This is an optimization exercise on Yosys and OpenROAD, whose aim is small area and a short achievable clock period, not a production implementation. At most, simulation tests tie the RTL to the original design; equivalence was not proved.

Setup of old:
==> flow/design.v <==
module md_seq #(
    parameter int unsigned MUL_CYCLES = 5,
    parameter int unsigned DIV_CYCLES = 10
) (
    input  logic        clk,
    input  logic        rst_n,
    input  logic        start,
    input  logic [1:0]  op,
    input  logic [31:0] a,
    input  logic [31:0] b,
    input  logic        mthi,
    input  logic        mtlo,
    input  logic [31:0] wdata,
    input  logic        md_use_id,
    output logic        busy,
    output logic        stall_md,
    output logic [31:0] hi,
    output logic [31:0] lo
);
    localparam int W  = 41;   
    localparam int AW = 33;   
    function automatic logic [W-1:0] add_row(input logic [W-1:0] x, input logic [W-1:0] y,
                                             input logic ci, input int s, input int m,
                                             input int h, input int t);
        logic         c;
        logic         cl;
        logic         p;
        logic [W-1:0] hs;
        logic [W-1:0] r;
        r  = x;
        hs = '0;
        c  = ci;
        for (int i = 0; i < W; i++) begin
            if (i >= s && i <= m) begin
                r[i] = x[i] ^ y[i] ^ c;
                c    = (x[i] & y[i]) | (c & (x[i] ^ y[i]));
            end
        end
        cl = c;
        c  = 1'b0;
        for (int i = 0; i < W; i++) begin
            if (i > m && i <= h) begin
                hs[i] = x[i] ^ y[i] ^ c;
                c     = (x[i] & y[i]) | (c & (x[i] ^ y[i]));
            end
        end
        p = 1'b1;
        for (int i = 0; i < W; i++) begin
            if (i > m && i <= h) begin
                r[i] = hs[i] ^ (cl & p);
                p    = p & hs[i];
            end
        end
        c = c | (cl & p);
        for (int i = 0; i < W; i++) begin
            if (i > h && i <= t) begin
                r[i] = x[i] ^ y[i] ^ c;
                c    = (x[i] & y[i]) | (c & (x[i] ^ y[i]));
            end
        end
        add_row = r;
    endfunction
    function automatic logic [31:0] cdec(input logic [31:0] v, input logic n);
        logic any;
        logic [31:0] r;
        any = 1'b0;
        for (int i = 0; i < 32; i++) begin
            r[i] = v[i] ^ (n & ~any);
            any  = any | v[i];
        end
        cdec = r;
    endfunction
    function automatic logic [31:0] cneg(input logic [31:0] v, input logic n);
        logic any;
        logic [31:0] r;
        any = 1'b0;
        for (int i = 0; i < 32; i++) begin
            r[i] = v[i] ^ (n & any);
            any  = any | v[i];
        end
        cneg = r;
    endfunction
    function automatic logic [W-1:0] place(input logic [32:0] m, input int off);
        logic [W-1:0] r;
        for (int i = 0; i < W; i++) begin
            if (i < off)            r[i] = 1'b0;
            else if (i - off > 32)  r[i] = m[32];
            else                    r[i] = m[i-off];
        end
        place = r;
    endfunction
    logic        busy_r;
    logic [3:0]  cnt_r;
    logic        mul_r;      
    logic        sgn_r;      
    logic        xneg_r;     
    logic        pb_r;       
    logic [31:0] c_r;        
    logic [35:0] s_r;        
    logic [AW-1:0] acc_r;    
    logic [31:0] hi_r;
    logic [31:0] lo_r;
    logic        fin;
    logic        y_neg;      
    logic        qneg;       
    logic [32:0] cx;         
    logic        dz;
    logic [W-1:0] v   [0:4];    
    logic [W-1:0] pp  [0:3];
    logic         om  [0:3];    
    logic         tm  [0:3];    
    logic         dv  [0:3];    
    logic         ng  [0:3];    
    logic         ci  [0:3];    
    logic         sp  [0:3];    
    logic [31:0]  hi_res;
    logic [31:0]  lo_res;
    localparam int S0 = 0, M0 = 17, H0 = 35, T0 = 35;
    localparam int S1 = 2, M1 = 18, H1 = 34, T1 = 36;
    localparam int S2 = 1, M2 = 17, H2 = 33, T2 = 38;
    localparam int S3 = 0, M3 = 16, H3 = 40, T3 = 40;
    assign fin   = busy_r & (cnt_r == 4'd1);
    assign y_neg = sgn_r & c_r[31];
    assign qneg  = ~mul_r & (xneg_r ^ y_neg);
    assign cx    = {y_neg, c_r};
    assign dz    = (c_r == 32'd0);
    assign v[0] = {{(W-37){acc_r[AW-1]}}, acc_r, s_r[35:32]};
    always_comb begin
        for (int k = 0; k < 4; k++) begin
            logic [2:0] bb;
            bb    = {s_r[2*k+1], s_r[2*k], (k == 0) ? pb_r : s_r[2*k-1]};
            sp[k] = (k == 0) ? acc_r[AW-1] : v[k][36-k];
            om[k] = 1'b0;
            tm[k] = 1'b0;
            dv[k] = 1'b0;
            ng[k] = 1'b0;
            ci[k] = 1'b0;
            if (mul_r) begin
                if (fin) begin
                    if (k == 3) dv[k] = ~sgn_r & pb_r;
                end else begin
                    ng[k] = bb[2];
                    om[k] = bb[1] ^ bb[0];
                    tm[k] = (bb[2] & ~bb[1] & ~bb[0]) | (~bb[2] & bb[1] & bb[0]);
                end
            end else begin
                if (fin) begin
                    if (k == 2) begin
                        om[k] = acc_r[AW-1] ^ xneg_r;
                        ng[k] = om[k] & (y_neg ^ xneg_r);
                    end
                    if (k == 3) ci[k] = xneg_r;
                end else begin
                    dv[k] = 1'b1;
                    ng[k] = ~sp[k] ^ y_neg;
                end
            end
            ci[k] = ci[k] | ng[k];
            pp[k] = (({W{om[k]}} & place(cx, 2*k)) |
                     ({W{tm[k]}} & place(cx, 2*k+1)) |
                     ({W{dv[k]}} & place(cx, 3-k))) ^ {W{ng[k]}};
        end
        v[1] = add_row(v[0], pp[0], ci[0], S0, M0, H0, T0);
        for (int i = T0 + 1; i < W; i++) v[1][i] = v[1][T0];
        v[2] = add_row(v[1], pp[1], ci[1], S1, M1, H1, T1);
        for (int i = T1 + 1; i < W; i++) v[2][i] = v[2][T1];
        v[3] = add_row(v[2], pp[2], ci[2], S2, M2, H2, T2);
        for (int i = T2 + 1; i < W; i++) v[3][i] = v[3][T2];
        v[4] = add_row(v[3], pp[3], ci[3], S3, M3, H3, T3);
    end
    assign hi_res = mul_r ? v[4][31:0] : v[4][35:4];
    assign lo_res = cneg(s_r[31:0], qneg);
    assign busy     = busy_r;
    assign stall_md = md_use_id & (start | busy_r);
    assign hi       = hi_r;
    assign lo       = lo_r;
    always_ff @(posedge clk or negedge rst_n) begin
        if (!rst_n) begin
            busy_r <= 1'b0;
            hi_r   <= 32'd0;
            lo_r   <= 32'd0;
        end else begin
            if (busy_r) begin
                busy_r <= ~fin;
                if (fin && (mul_r || !dz)) begin
                    hi_r <= hi_res;
                    lo_r <= lo_res;
                end
            end else if (start) begin
                busy_r <= 1'b1;
            end else begin
                if (mthi) hi_r <= wdata;
                if (mtlo) lo_r <= wdata;
            end
        end
    end
    always_ff @(posedge clk) begin
        cnt_r <= busy_r ? cnt_r - 4'd1 : (op[1] ? 4'(DIV_CYCLES) : 4'(MUL_CYCLES));
        if (!busy_r) begin
            mul_r  <= ~op[1];
            sgn_r  <= ~op[0];
            xneg_r <= (op == 2'b10) & a[31];
            pb_r   <= 1'b0;
            c_r    <= b;
            s_r    <= {{4{(op == 2'b10) & a[31]}}, cdec(a, (op == 2'b10) & a[31])};
            acc_r  <= {AW{(op == 2'b10) & a[31]}};
        end else begin
            pb_r <= s_r[7];
            if (mul_r) begin
                acc_r <= {{4{v[4][40]}}, v[4][40:12]};
                s_r   <= {v[4][11:0], s_r[31:8]};
            end else begin
                acc_r <= v[4][32:0];
                s_r   <= {s_r[31:28] | {4{xneg_r & (cnt_r == 4'd2)}}, s_r[27:0],
                          v[1][35] ~^ xneg_r, v[2][34] ~^ xneg_r,
                          v[3][33] ~^ xneg_r, v[4][32] ~^ xneg_r};
            end
        end
    end
endmodule
Settings: LEC_CHECK=0, CAP_MARGIN=20, CORE_MARGIN=2, CORE_UTILIZATION=60, SLEW_MARGIN=20; clock period 105.0 ns.
standard.sh (not shown) runs the stock make flow with config.mk's settings and CLKGATE_MAP_FILE= SYNTH_SCRIPT=/design/flow/synth_recipe.tcl, a recipe that flattens the netlist after the stock synthesis.
==> flow/flow/run.sh <==
#!/bin/bash
# The standard layout (standard.sh) with three changes:
#  - the port buffers are the smallest buffer cell (buf_1);
#  - ABC's mapping may relax delay (&nf -R 100) to save area: a copy of the ORFS
#    scripts folder whose abc_speed.script differs only in that option is used;
#  - timing repair keeps a setup margin of 62.7 ns, which only the input-to-output
#    stall path falls short of, so that path gets buffered and sized.
set -euo pipefail
rm -rf scripts_abc
cp -r "$FLOW_HOME/scripts" scripts_abc
sed -i 's/^&nf$/\&nf -R 100/' scripts_abc/abc_speed.script
diff "$FLOW_HOME/scripts/abc_speed.script" scripts_abc/abc_speed.script > abc_script.diff || true
export SCRIPTS_DIR="$PWD/scripts_abc"
export BUFFER_PORTS_ARGS="-buffer_cell sky130_fd_sc_hd__buf_1"
export SETUP_SLACK_MARGIN=62.7
bash standard.sh > standard.log 2>&1
The following lists how new was set up differently from old:
--- a/flow/design.v
+++ b/flow/design.v
@@ -22,8 +22,9 @@
     function automatic logic [W-1:0] add_row(input logic [W-1:0] x, input logic [W-1:0] y,
                                              input logic ci, input int s, input int m,
-                                             input int h, input int t);
+                                             input int h, input int t, input bit fast);
         logic         c;
         logic         cl;
         logic         p;
+        logic         tc;
         logic [W-1:0] hs;
         logic [W-1:0] r;
@@ -45,9 +46,12 @@
             end
         end
-        p = 1'b1;
+        p  = 1'b1;
+        tc = cl;
         for (int i = 0; i < W; i++) begin
             if (i > m && i <= h) begin
-                r[i] = hs[i] ^ (cl & p);
-                p    = p & hs[i];
+                if (fast || i == h) r[i] = hs[i] ^ (cl & p);
+                else                r[i] = hs[i] ^ tc;
+                p  = p & hs[i];
+                tc = tc & hs[i];
             end
         end
@@ -161,11 +165,11 @@
                      ({W{dv[k]}} & place(cx, 3-k))) ^ {W{ng[k]}};
         end
-        v[1] = add_row(v[0], pp[0], ci[0], S0, M0, H0, T0);
+        v[1] = add_row(v[0], pp[0], ci[0], S0, M0, H0, T0, 1'b0);
         for (int i = T0 + 1; i < W; i++) v[1][i] = v[1][T0];
-        v[2] = add_row(v[1], pp[1], ci[1], S1, M1, H1, T1);
+        v[2] = add_row(v[1], pp[1], ci[1], S1, M1, H1, T1, 1'b0);
         for (int i = T1 + 1; i < W; i++) v[2][i] = v[2][T1];
-        v[3] = add_row(v[2], pp[2], ci[2], S2, M2, H2, T2);
+        v[3] = add_row(v[2], pp[2], ci[2], S2, M2, H2, T2, 1'b0);
         for (int i = T2 + 1; i < W; i++) v[3][i] = v[3][T2];
-        v[4] = add_row(v[3], pp[3], ci[3], S3, M3, H3, T3);
+        v[4] = add_row(v[3], pp[3], ci[3], S3, M3, H3, T3, 1'b1);
     end
     assign hi_res = mul_r ? v[4][31:0] : v[4][35:4];
==> summary.txt <==
Number of multi-input combinational cells in the layout, new and old: lower on new. Compared with old, overall via count from detail_route in new decreased slightly. [new vs old] initial standard-cell utilization of the core: higher in new. Share of final layout cell area taken by non-clock buffers across new and old: no real change. Relative to old, the number of buffers inserted by post-CTS setup repair of new is higher by 1. Sort new and old by final-layout fill cell count desc -> top: new. Sort new and old by longest individual stage delay on the worst path asc -> top: old. Sort new and old by final cell utilization of the core, descending, and new comes first. Worst setup slack on new is behind old. Of new and old, the lower synthesized area divided by synthesized cell count belongs to old.
Function not checked in new: the RTL went through the layout flow alone.

[separate check: timing with driven ports]
In the flow no input, the clock included, has a driving cell. The finished layouts below were timed again as built, in two steps.
Step 1: set_driving_cell puts a clkbuf_16 on clk and a buf_2 on each other input, an assumption about the parent block.
Step 2 adds t to the input delays and takes it off the output delays; t is the mean of the earliest and latest rising clock arrival at the registers after step 1. Input paths then give back, and output paths get back, about the clock's delay inside the block.
Three values: no drivers, after step 1, after step 2; two values: the first two.
run | shift t [ns] | slack for setup (ns) | cell pins on the clock port's net
old | 0.508 | 62.635 / 62.594 / 62.594 | 1
new | 0.499 | 62.575 / 62.489 / 62.489 | 1
After both steps setup and hold are still met in every run listed. The setup slack of new, which loses most, moves by -0.086 ns with the drivers and by -0.086 ns with both steps.
